Source: an optimization exercise on an open RTL-to-GDS flow (aim: small area, a short achievable clock period and few clock cycles). Production flows keep margins and buffers that such runs may drop.
The RTL was checked by simulation tests, not by an equivalence proof against the original design.
Power is estimated from default activity; no workload was simulated.

### flow/run.sh
#!/bin/bash
# synth_recipe.tcl (not shown) runs the flow's synth.tcl, then flattens the netlist and writes it again
# the make line also repeats each setting of config.mk as NAME=value (left out here)
make -C /OpenROAD-flow-scripts/flow DESIGN_CONFIG=/design/flow/config.mk WORK_HOME=/design/flow/orfs CLKGATE_MAP_FILE= SYNTH_SCRIPT=/design/flow/synth_recipe.tcl finish
### flow/config.mk
export PLATFORM = sky130hd
export DESIGN_NAME = srt_div_top
export DESIGN_NICKNAME = srt_div_top
export VERILOG_FILES = /design/flow/design.v
export SDC_FILE = /design/flow/constraint.sdc
export NUM_CORES = 4
export LEC_CHECK = 0
export CAP_MARGIN = 20
export CORE_MARGIN = 2
export CORE_UTILIZATION = 45
export PLACE_DENSITY = 0.6
export SLEW_MARGIN = 20
### flow/constraint.sdc
create_clock -name core_clock -period 10.0 [get_ports {clk}]
set_input_delay 2.0000 -clock core_clock [delete_from_list [all_inputs] [get_ports {clk}]]
set_output_delay 2.0000 -clock core_clock [all_outputs]
set_load 0.01 [all_outputs]
### flow/design.v
`default_nettype none
package srt_pkg;
	parameter int APB_DATA_W = 32;	 
	parameter int EST_W = 5;	 
	typedef enum logic [2:0] {
		QD_ZERO = 3'b000,
		QD_POS1 = 3'b001,
		QD_POS2 = 3'b010,
		QD_NEG2 = 3'b110,
		QD_NEG1 = 3'b111
	} qdigit_e;
	typedef enum logic [7:0] {
		ADDR_DIVIDEND = 8'h00,
		ADDR_DIVISOR = 8'h04,	 
		ADDR_STATUS = 8'h08,
		ADDR_RESULT = 8'h0C	 
	} reg_addr_e;
endpackage
`default_nettype wire
`timescale 1ns/10ps
`default_nettype none
import srt_pkg::*;
module srt_qds (
	input logic [srt_pkg::EST_W-1:0] r_idx,	 
	input logic [srt_pkg::EST_W-1:0] d_idx,	 
	output srt_pkg::qdigit_e quotient
);
	logic r_neg;			 
	logic [EST_W-1:0] r_mag;	 
	logic [EST_W-1:0] thr_lo;	 
	logic [EST_W-1:0] thr_hi;	 
	logic is_zero;
	logic is_two;
	assign r_neg = r_idx[EST_W-1];
	assign r_mag = r_neg ? (~r_idx + 1'b1) : r_idx;
	always_comb begin
		case (d_idx[3:0])
			4'b1000: begin
				thr_lo = r_neg ? 5'd3 : 5'd2;
				thr_hi = r_neg ? 5'd7 : 5'd6;
			end
			4'b1001: begin
				thr_lo = r_neg ? 5'd3 : 5'd2;
				thr_hi = r_neg ? 5'd8 : 5'd7;
			end
			4'b1010: begin
				thr_lo = r_neg ? 5'd4 : 5'd3;
				thr_hi = r_neg ? 5'd9 : 5'd8;
			end
			4'b1011: begin
				thr_lo = r_neg ? 5'd4 : 5'd3;
				thr_hi = 5'd9;
			end
			4'b1100: begin
				thr_lo = r_neg ? 5'd5 : 5'd4;
				thr_hi = 5'd10;
			end
			4'b1101: begin
				thr_lo = r_neg ? 5'd5 : 5'd4;
				thr_hi = r_neg ? 5'd11 : 5'd10;
			end
			4'b1110: begin
				thr_lo = r_neg ? 5'd5 : 5'd4;
				thr_hi = 5'd11;
			end
			4'b1111: begin
				thr_lo = r_neg ? 5'd5 : 5'd4;
				thr_hi = 5'd12;
			end
			default: begin	 
				thr_lo = 5'd31;
				thr_hi = 5'd31;
			end
		endcase
	end
	assign is_zero = (r_mag < thr_lo);
	assign is_two = (r_mag >= thr_hi);
	always_comb begin
		if (is_zero)
			quotient = QD_ZERO;	 
		else if (is_two)
			quotient = r_neg ? QD_NEG2 : QD_POS2;
		else
			quotient = r_neg ? QD_NEG1 : QD_POS1;
	end
endmodule
`default_nettype wire
`timescale 1ns/10ps
`default_nettype none
module srt_prenorm #(
	parameter int DATA_WIDTH = 16
) (
	input logic clk,
	input logic arst_n,
	input logic launch,
	input logic [DATA_WIDTH-1:0] dividend,
	input logic [DATA_WIDTH-1:0] divisor,
	output logic valid,
	output logic [DATA_WIDTH+3:0] rem,
	output logic [DATA_WIDTH-1:0] div_norm,
	output logic [$clog2(DATA_WIDTH)-1:0] shift,
	output logic dbz,
	output logic [DATA_WIDTH-1:0] dividend_q
);
	localparam int R_W = DATA_WIDTH + 4;
	localparam int SH_W = $clog2(DATA_WIDTH);
	logic [SH_W-1:0] lz;			 
	logic found;
	logic [2*DATA_WIDTH-1:0] x_sh;		 
	logic [R_W-1:0] rem_init;
	always_comb begin
		lz = '0;
		found = 1'b0;
		for (int i = DATA_WIDTH - 1; i >= 0; i--) begin
			if (divisor[i])
				found = 1'b1;
			else if (!found)
				lz = lz + 1'b1;
		end
	end
	assign x_sh = {{DATA_WIDTH{1'b0}}, dividend} << lz;
	assign rem_init = R_W'(x_sh >> (DATA_WIDTH + 2));
	always_ff @(posedge clk or negedge arst_n) begin
		if (!arst_n)
			valid <= 1'b0;
		else
			valid <= launch;
	end
	always_ff @(posedge clk) begin
		if (launch) begin
			rem <= rem_init;
			div_norm <= divisor << lz;
			shift <= lz;
			dbz <= (divisor == '0);
			dividend_q <= dividend;
		end
	end
endmodule
`default_nettype wire
`timescale 1ns/10ps
`default_nettype none
import srt_pkg::*;
module srt_stage #(
	parameter int DATA_WIDTH = 16,
	parameter int STAGE = 0
) (
	input logic clk,
	input logic arst_n,
	input logic in_valid,
	input logic [DATA_WIDTH+3:0] in_rem,
	input logic [DATA_WIDTH-1:0] in_div,
	input logic [DATA_WIDTH+1:0] in_q,
	input logic [DATA_WIDTH+1:0] in_qm,
	input logic [$clog2(DATA_WIDTH)-1:0] in_shift,
	input logic in_dbz,
	input logic [DATA_WIDTH-1:0] in_dividend,
	output logic out_valid,
	output logic [DATA_WIDTH+3:0] out_rem,
	output logic [DATA_WIDTH-1:0] out_div,
	output logic [DATA_WIDTH+1:0] out_q,
	output logic [DATA_WIDTH+1:0] out_qm,
	output logic [$clog2(DATA_WIDTH)-1:0] out_shift,
	output logic out_dbz,
	output logic [DATA_WIDTH-1:0] out_dividend
);
	localparam int R_W = DATA_WIDTH + 4;
	localparam int Q_W = DATA_WIDTH + 2;
	localparam int BIT_POS = DATA_WIDTH + 1 - 2 * STAGE;	 
	logic [2*DATA_WIDTH-1:0] x_sh;
	logic [R_W-1:0] w;			 
	logic signed [6:0] r_top;		 
	logic [EST_W-1:0] r_idx;
	logic [EST_W-1:0] d_idx;
	logic [R_W-1:0] d_ext;
	srt_pkg::qdigit_e digit;
	logic [R_W-1:0] rem_next;
	logic [Q_W-1:0] q_next;
	logic [Q_W-1:0] qm_next;
	assign x_sh = {{DATA_WIDTH{1'b0}}, in_dividend} << in_shift;
	assign w = {in_rem[R_W-3:0], x_sh[BIT_POS -: 2]};
	assign r_top = $signed(w[R_W-1:DATA_WIDTH-3]);
	always_comb begin
		if (r_top > 7'sd15)
			r_idx = 5'sd15;
		else if (r_top < -7'sd15)
			r_idx = 5'b10001;
		else
			r_idx = r_top[EST_W-1:0];
	end
	assign d_idx = {1'b0, in_div[DATA_WIDTH-1 -: 4]};
	assign d_ext = R_W'(in_div);
	srt_qds u_qds (
		.r_idx(r_idx),
		.d_idx(d_idx),
		.quotient(digit)
	);
	always_comb begin
		case (digit)
			QD_POS1: begin
				rem_next = w - d_ext;
				q_next = {in_q[Q_W-3:0], 2'd1};
				qm_next = {in_q[Q_W-3:0], 2'd0};
			end
			QD_POS2: begin
				rem_next = w - (d_ext << 1);
				q_next = {in_q[Q_W-3:0], 2'd2};
				qm_next = {in_q[Q_W-3:0], 2'd1};
			end
			QD_NEG1: begin
				rem_next = w + d_ext;
				q_next = {in_qm[Q_W-3:0], 2'd3};
				qm_next = {in_qm[Q_W-3:0], 2'd2};
			end
			QD_NEG2: begin
				rem_next = w + (d_ext << 1);
				q_next = {in_qm[Q_W-3:0], 2'd2};
				qm_next = {in_qm[Q_W-3:0], 2'd1};
			end
			default: begin
				rem_next = w;
				q_next = {in_q[Q_W-3:0], 2'd0};
				qm_next = {in_qm[Q_W-3:0], 2'd3};
			end
		endcase
	end
	always_ff @(posedge clk or negedge arst_n) begin
		if (!arst_n)
			out_valid <= 1'b0;
		else
			out_valid <= in_valid;
	end
	always_ff @(posedge clk) begin
		out_rem <= rem_next;
		out_div <= in_div;
		out_q <= q_next;
		out_qm <= qm_next;
		out_shift <= in_shift;
		out_dbz <= in_dbz;
		out_dividend <= in_dividend;
	end
endmodule
`default_nettype wire
`timescale 1ns/10ps
`default_nettype none
module srt_postcorrect #(
	parameter int DATA_WIDTH = 16
) (
	input logic clk,
	input logic arst_n,
	input logic in_valid,
	input logic [DATA_WIDTH+3:0] in_rem,
	input logic [DATA_WIDTH-1:0] in_div,
	input logic [DATA_WIDTH+1:0] in_q,
	input logic [DATA_WIDTH+1:0] in_qm,
	input logic [$clog2(DATA_WIDTH)-1:0] in_shift,
	input logic in_dbz,
	input logic [DATA_WIDTH-1:0] in_dividend,
	output logic res_valid,
	output logic [DATA_WIDTH-1:0] quotient,
	output logic [DATA_WIDTH-1:0] remainder,
	output logic res_dbz
);
	localparam int R_W = DATA_WIDTH + 4;
	logic rem_neg;
	logic [R_W-1:0] rem_fix;		 
	logic [DATA_WIDTH+1:0] q_fix;
	logic [DATA_WIDTH-1:0] rem_sh;
	assign rem_neg = in_rem[R_W-1];
	assign rem_fix = rem_neg ? (in_rem + R_W'(in_div)) : in_rem;
	assign q_fix = rem_neg ? in_qm : in_q;	 
	assign rem_sh = rem_fix[DATA_WIDTH-1:0] >> in_shift;	 
	always_ff @(posedge clk or negedge arst_n) begin
		if (!arst_n)
			res_valid <= 1'b0;
		else
			res_valid <= in_valid;
	end
	always_ff @(posedge clk) begin
		res_dbz <= in_dbz;
		if (in_dbz) begin
			quotient <= '1;
			remainder <= in_dividend;
		end else begin
			quotient <= q_fix[DATA_WIDTH-1:0];
			remainder <= rem_sh;
		end
	end
endmodule
`default_nettype wire
`timescale 1ns/10ps
`default_nettype none
import srt_pkg::*;
module srt_apb_regs #(
	parameter int DATA_WIDTH = 16,
	parameter int FIFO_DEPTH = 4
) (
	input logic clk,
	input logic arst_n,
	input logic psel,
	input logic penable,
	input logic pwrite,
	input logic [7:0] paddr,
	input logic [srt_pkg::APB_DATA_W-1:0] pwdata,
	output logic [srt_pkg::APB_DATA_W-1:0] prdata,
	output logic pready,
	output logic pslverr,
	output logic launch,
	output logic [DATA_WIDTH-1:0] dividend,
	output logic [DATA_WIDTH-1:0] divisor,
	input logic res_valid,
	input logic [DATA_WIDTH-1:0] quotient,
	input logic [DATA_WIDTH-1:0] remainder,
	input logic res_dbz
);
	localparam int CNT_W = $clog2(FIFO_DEPTH + 1);
	localparam int PTR_W = $clog2(FIFO_DEPTH);
	localparam int ENT_W = 2 * DATA_WIDTH + 1;
	logic access;
	logic wr_div;
	logic rd_res;
	logic credits_full;			 
	logic pop;
	logic empty;
	logic [CNT_W-1:0] in_flight;
	logic [CNT_W-1:0] count;
	logic [PTR_W-1:0] wr_ptr;
	logic [PTR_W-1:0] rd_ptr;
	logic [ENT_W-1:0] mem [FIFO_DEPTH];	 
	logic [ENT_W-1:0] head;
	assign access = psel & penable;
	assign wr_div = access & pwrite & (paddr == ADDR_DIVISOR);
	assign rd_res = access & ~pwrite & (paddr == ADDR_RESULT);
	assign empty = (count == '0);
	assign credits_full = (int'(in_flight) + int'(count)) >= FIFO_DEPTH;
	assign launch = wr_div & ~credits_full;
	assign divisor = pwdata[DATA_WIDTH-1:0];
	assign pop = rd_res & ~empty;
	assign head = mem[rd_ptr];
	assign pready = 1'b1;			 
	assign pslverr = (wr_div & credits_full) | (rd_res & empty);
	always_ff @(posedge clk) begin
		if (access && pwrite && paddr == ADDR_DIVIDEND)
			dividend <= pwdata[DATA_WIDTH-1:0];
		if (res_valid)
			mem[wr_ptr] <= {res_dbz, remainder, quotient};
	end
	always_ff @(posedge clk or negedge arst_n) begin
		if (!arst_n) begin
			in_flight <= '0;
			count <= '0;
			wr_ptr <= '0;
			rd_ptr <= '0;
		end else begin
			in_flight <= in_flight + CNT_W'(launch) - CNT_W'(res_valid);
			count <= count + CNT_W'(res_valid) - CNT_W'(pop);
			if (res_valid)
				wr_ptr <= (wr_ptr == PTR_W'(FIFO_DEPTH - 1)) ? '0 : wr_ptr + 1'b1;
			if (pop)
				rd_ptr <= (rd_ptr == PTR_W'(FIFO_DEPTH - 1)) ? '0 : rd_ptr + 1'b1;
		end
	end
	always_comb begin
		prdata = '0;
		case (paddr)
			ADDR_DIVIDEND: prdata = APB_DATA_W'(dividend);
			ADDR_STATUS: prdata = {24'b0, 4'(count), 2'b0, head[ENT_W-1] & ~empty, ~empty};
			ADDR_RESULT: begin
				if (!empty)
					prdata = {16'(head[ENT_W-2:DATA_WIDTH]), 16'(head[DATA_WIDTH-1:0])};
			end
			default: prdata = '0;
		endcase
	end
endmodule
`default_nettype wire
`timescale 1ns/10ps
`default_nettype none
import srt_pkg::*;
module srt_div_top #(
	parameter int DATA_WIDTH = 16,
	parameter int FIFO_DEPTH = 4
) (
	input logic clk,
	input logic arst_n,
	input logic psel,
	input logic penable,
	input logic pwrite,
	input logic [7:0] paddr,
	input logic [srt_pkg::APB_DATA_W-1:0] pwdata,
	output logic [srt_pkg::APB_DATA_W-1:0] prdata,
	output logic pready,
	output logic pslverr
);
	localparam int NUM_STAGES = DATA_WIDTH / 2 + 1;	 
	localparam int R_W = DATA_WIDTH + 4;
	localparam int Q_W = DATA_WIDTH + 2;
	localparam int SH_W = $clog2(DATA_WIDTH);
	logic launch;
	logic [DATA_WIDTH-1:0] dividend;
	logic [DATA_WIDTH-1:0] divisor;
	logic res_valid;
	logic [DATA_WIDTH-1:0] quotient;
	logic [DATA_WIDTH-1:0] remainder;
	logic res_dbz;
	logic v_c [NUM_STAGES+1];
	logic [R_W-1:0] rem_c [NUM_STAGES+1];
	logic [DATA_WIDTH-1:0] div_c [NUM_STAGES+1];
	logic [Q_W-1:0] q_c [NUM_STAGES+1];
	logic [Q_W-1:0] qm_c [NUM_STAGES+1];
	logic [SH_W-1:0] sh_c [NUM_STAGES+1];
	logic dbz_c [NUM_STAGES+1];
	logic [DATA_WIDTH-1:0] dvd_c [NUM_STAGES+1];
	assign q_c[0] = '0;
	assign qm_c[0] = '1;	 
	srt_apb_regs #(.DATA_WIDTH(DATA_WIDTH), .FIFO_DEPTH(FIFO_DEPTH)) u_apb_regs (
		.clk(clk), .arst_n(arst_n),
		.psel(psel), .penable(penable), .pwrite(pwrite), .paddr(paddr),
		.pwdata(pwdata), .prdata(prdata), .pready(pready), .pslverr(pslverr),
		.launch(launch), .dividend(dividend), .divisor(divisor),
		.res_valid(res_valid), .quotient(quotient), .remainder(remainder),
		.res_dbz(res_dbz)
	);
	srt_prenorm #(.DATA_WIDTH(DATA_WIDTH)) u_prenorm (
		.clk(clk), .arst_n(arst_n),
		.launch(launch), .dividend(dividend), .divisor(divisor),
		.valid(v_c[0]), .rem(rem_c[0]), .div_norm(div_c[0]),
		.shift(sh_c[0]), .dbz(dbz_c[0]), .dividend_q(dvd_c[0])
	);
	for (genvar g = 0; g < NUM_STAGES; g++) begin : g_stage
		srt_stage #(.DATA_WIDTH(DATA_WIDTH), .STAGE(g)) u_stage (
			.clk(clk), .arst_n(arst_n),
			.in_valid(v_c[g]), .in_rem(rem_c[g]), .in_div(div_c[g]),
			.in_q(q_c[g]), .in_qm(qm_c[g]), .in_shift(sh_c[g]),
			.in_dbz(dbz_c[g]), .in_dividend(dvd_c[g]),
			.out_valid(v_c[g+1]), .out_rem(rem_c[g+1]), .out_div(div_c[g+1]),
			.out_q(q_c[g+1]), .out_qm(qm_c[g+1]), .out_shift(sh_c[g+1]),
			.out_dbz(dbz_c[g+1]), .out_dividend(dvd_c[g+1])
		);
	end
	srt_postcorrect #(.DATA_WIDTH(DATA_WIDTH)) u_postcorrect (
		.clk(clk), .arst_n(arst_n),
		.in_valid(v_c[NUM_STAGES]), .in_rem(rem_c[NUM_STAGES]),
		.in_div(div_c[NUM_STAGES]), .in_q(q_c[NUM_STAGES]), .in_qm(qm_c[NUM_STAGES]),
		.in_shift(sh_c[NUM_STAGES]), .in_dbz(dbz_c[NUM_STAGES]),
		.in_dividend(dvd_c[NUM_STAGES]),
		.res_valid(res_valid), .quotient(quotient), .remainder(remainder),
		.res_dbz(res_dbz)
	);
endmodule
`default_nettype wire
==> run summary <==
[flip-flops by register name, indices dropped and copies added, names as in the netlist, 4 cells and up]
| register | flops |
|---|---|
| g_stage.u_stage.out_dbz | 9 |
| g_stage.u_stage.out_div | 144 |
| g_stage.u_stage.out_dividend | 144 |
| g_stage.u_stage.out_q | 72 |
| g_stage.u_stage.out_qm | 72 |
| g_stage.u_stage.out_rem | 161 |
| g_stage.u_stage.out_shift | 36 |
| g_stage.u_stage.out_valid | 9 |
| u_apb_regs.dividend | 16 |
| u_apb_regs.mem | 132 |
| u_postcorrect.quotient | 16 |
| u_postcorrect.remainder | 16 |
| u_prenorm.div_norm | 16 |
| u_prenorm.dividend_q | 16 |
| u_prenorm.rem | 13 |
| u_prenorm.shift | 4 |
[metrics by stage]
step | setup TNS [ns] | total power [mW] | cell area, um^2 | std cells
2_1_floorplan | -1.23 | 5.29 | 51400 | 5436
3_3_place_gp | -14.69 | 5.67 | 53900 | 6896
3_5_place_dp | -16.04 | 5.70 | 53900 | 6896
4_1_cts | 0 | 9.36 | 57300 | 7069
5_1_grt | 0 | 9.73 | 57400 | 7078
6_report | 0 | 9.29 | 57400 | 7078
[layer usage]
metal  part of all wire (%)  track usage (%)
met1                     47             27.3
met2                     48             35.1
met5                      0                0
met3                    2.8             2.29
met4                    2.0             4.61
[power breakdown]
part	internal [mW]	leakage [nW]	switching, mW	total [mW]
Combinational	0.721	14.5	0.859	1.58
Clock	2.14	1.62	1.51	3.65
Sequential	3.90	7.76	0.158	4.06
Total	6.76	23.9	2.53	9.29
[layout make-up]
class	instances	area share, %
Multi-Input combinational cell	4079	51.8
Tap cell	1500	3.27
Timing Repair Buffer	191	2.85
Inverter	245	1.61
Sequential cell	890	34.7
Clock inverter	45	1.04
Clock buffer	128	4.78
[synthesized netlist by cell type, drive strengths merged (11+ instances only)]
library cell and number:
dfxtp 671, nor2 538, nand2 429, ha 410, a21oi 400, o21ai 284, xnor2 249, inv 243
xor2 232, edfxtp 198, clkbuf 191, mux2 164, nor3 121, mux2i 93, a21o 86, nor2b 85
mux4 71, or3 68, nand2b 66, and2 63, nand3 54, a31oi 49, and3 47, o21a 47
a21boi 38, a211o 35, nor3b 35, buf 31, or2 29, o211ai 25, a211oi 24, nor4 24
o31ai 22, dfrtp 21, nand3b 21, fa 20, o31a 19, o22ai 18, a22o 16, o21bai 16
or4 13, a22oi 11, a31o 11
[cell families (layout without fill, tap and decap cells)]
family	count (synthesis)	after routing	share of synthesized area, %
compound gates	1210	1210	14.9
simple gates	1627	1627	15.1
fa+ha+maj	430	430	10.8
flops	890	890	38.9
other cells	1	1	0.00732
mux	328	328	8.54
buf+inv	467	609	3.50
xor+xnor	483	483	8.33
[how the worst min path moves through the flow]
stage | slack (ns) | endpoint | cells after the start
5_1_grt | 0.31 | g_stage[8].u_stage.out_dbz | 0
2_1_floorplan | 0.31 | g_stage[1].u_stage.out_dbz | 0
4_1_cts | 0.30 | g_stage[8].u_stage.out_dbz | 0
6_report | 0.30 | g_stage[8].u_stage.out_dbz | 0
3_3_place_gp | 0.31 | g_stage[2].u_stage.out_dbz | 0
3_5_place_dp | 0.31 | g_stage[5].u_stage.out_dbz | 0
[repair_timing]
action,CTS,global route
endpoints found under the setup margin,4,31
pin swaps,0,5
buffers inserted,0,9
gates resized for setup,1,14
==> flow_summary_export.csv <==
group,metric,value,unit
grt,grt_pass1_vias,37100,
cells_and_area,fin_util,51.0,%
worst_setup_path,cp_slowest_cell,"mux2_2",
worst_hold_path,hp-class,"reg -> reg",
detailed_routing,vias,38300,
cells_and_area,finalNetCount,5975,
worst_setup_path,crit_end,"u_prenorm.div_norm[13]",
floorplanning,start_util,45.5,%
synthesis,synth_seq_cells,890,
sta,setup_viol_count_final,0,
worst_setup_path,ff2ff_setup_slack,2.13,ns
place,dp_slack,-0.696,ns
sta,max_slew.worst_pin.slew,1.02,ns
synthesis,async_flop_share,2.36,%
synthesis,ys_top_cells_by_area,"dfxtp_1 (26%), edfxtp_1 (12%), ha_1 (10%)",
detailed_routing,drc,0,
cells_and_area,multi_input_area,0.0297,mm^2
worst_setup_path,worst_setup_path_end_kind,"flop",
detailed_routing,wl_per_cell,17.1,um
sta,maxSlewHeadroom,31.9,%
detailed_routing,initialDrtViolationCount,2444,
worst_setup_path,crit_arrival,9.85,ns
place,hpwl,90400,um
clock_network,clk-insertion-delay-late,0.70,ns
clock_network,cts.reportedPaths.clkPinSlew,0.06,ns
synthesis,synth-edff-count,198,
sta,report.final.slew_viol_count,0,
worst_setup_path,crit_type,"in -> reg",
worst_setup_path,crit_family,"adder cells",
clock_network,h-tree-depth,3,
detailed_routing,vias_per_cell,5.41,
worst_setup_path,r2r-end,"g_stage[6].u_stage.out_rem[17]",
cells_and_area,syn2layout_area_growth,12.1,%
run_status,status,"timing/DRC/antenna clean",
sta,hold_ws,0.299,ns
cells_and_area,layout-drive-gt1-share,11.3,%
worst_setup_path,start_kind,"primary input",
synthesis,synth_area_leader_cell,"dfxtp_1",
clock_network,cts.sinks,890,
pwr,peakVddDrop,151,uV
sta,skew,0.0553,ns
grt,antenna_found_initial,0,
worst_setup_path,crit_start,"pwdata[14]",
synthesis,yosys_warnings,24,
worst_setup_path,cpPeakStageDelay,0.34,ns
detailed_routing,drt_wl_total,121000,um
cells_and_area,final_cell_mix,"dfxtp_1 (670), nor2_1 (534), nand2_1 (429)",
place,io_buffers,61,
floorplanning,fp.dieH,341,um
detailed_routing,drt_pre_antenna_iters,5,
worst_setup_path,timing.rr.start,"g_stage[5].u_stage.out_rem[17]",
floorplanning,die_area,0.117,mm^2
floorplanning,die_w,341,um
worst_setup_path,worst-path-buf-inv,6,
worst_hold_path,worstHoldStart,"g_stage[7].u_stage.out_dbz",
detailed_routing,ant_nets,0,
job,drv_cap,0,
clock_network,cts_buffer_depth,3,
synthesis,syn-mean-instance-area,9.42,um^2
place,gp_congestion,0.867,
synthesis,synthCells,5436,
cells_and_area,final_common_cell,"dfxtp_1",
sta,rsz0062_at_grt,"false",
clock_network,cts_buffers,93,
sta,hold_viol,0,
pwr,leakage,23.9,nW
sta,finalWorstSetupSlack,0.553,ns
synthesis,syn_area,0.0512,mm^2
clock_network,hold_buffers,0,
synthesis,yosysSeqAreaShare,38.9,%
cells_and_area,filler_cell_count,10400,
worst_setup_path,worstPathRequired,10.40,ns
grt,overflow,0,
synthesis,netlist-cell-type-count,95,
sta,finalCritPeriodShare,94.5,%
synthesis,ys.flop_type,"dfxtp_1",
grt,grt_max_degree,52,
cells_and_area,insertedDiodeCount,0,
worst_setup_path,critPathMostFrequentCell,"ha_1",
grt,grt_util_all_layers,20.3,%
sta,period_needed,9.45,ns
floorplanning,rows,123,
cells_and_area,seq_area,0.0199,mm^2
sta,max_freq,106,MHz
worst_setup_path,cp_max_fo,8,
floorplanning,io_pins,79,
clock_network,cts_tree,"built",
floorplanning,fp.coreArea,0.113,mm^2
worst_setup_path,reg2regPathDepth,28,
pwr,power_density,162,mW/mm^2
synthesis,syn-num-nets,5911,
worst_setup_path,worst-path-stages,50,
grt,grt_pass1_wl,195000,um
clock_network,clockRootBuffer,"clkbuf_16",
synthesis,synth_top_area_share,26.2,%
Testbench counts, summed over its fixed seeds: cycles 22,448.

[static timing again, ports no longer ideal]
The flow's constraints put no driver on any port. The routed layout listed below was extracted and timed again, unchanged, in two steps. Step 1 sets driving cells, clkbuf_16 on the clock port and buf_2 on the other inputs (assumed; they add their load-dependent delay and slew). Step 2 adds t to the input delays and takes it off the output delays; t is the mean of the earliest and latest rising clock arrival at the registers after step 1. Input paths then give back, and output paths get back, about the clock's delay inside the block. Slacks: ideal ports / drivers / drivers and shift; pairs: ideal ports / drivers.
t, ns: 0.741
setup slack, ns: 0.553 / 0.594 / -0.147
clock arrival spread, ns: 0.058 / 0.058
slew at the worst register clock pin (ns): 0.07 / 0.07
pins driven straight from the clock port: 1
With both steps, setup timing fails in this run, where it was met with ideal ports. The setup slack of this run moves by +0.041 ns with the drivers and by -0.700 ns with both steps.
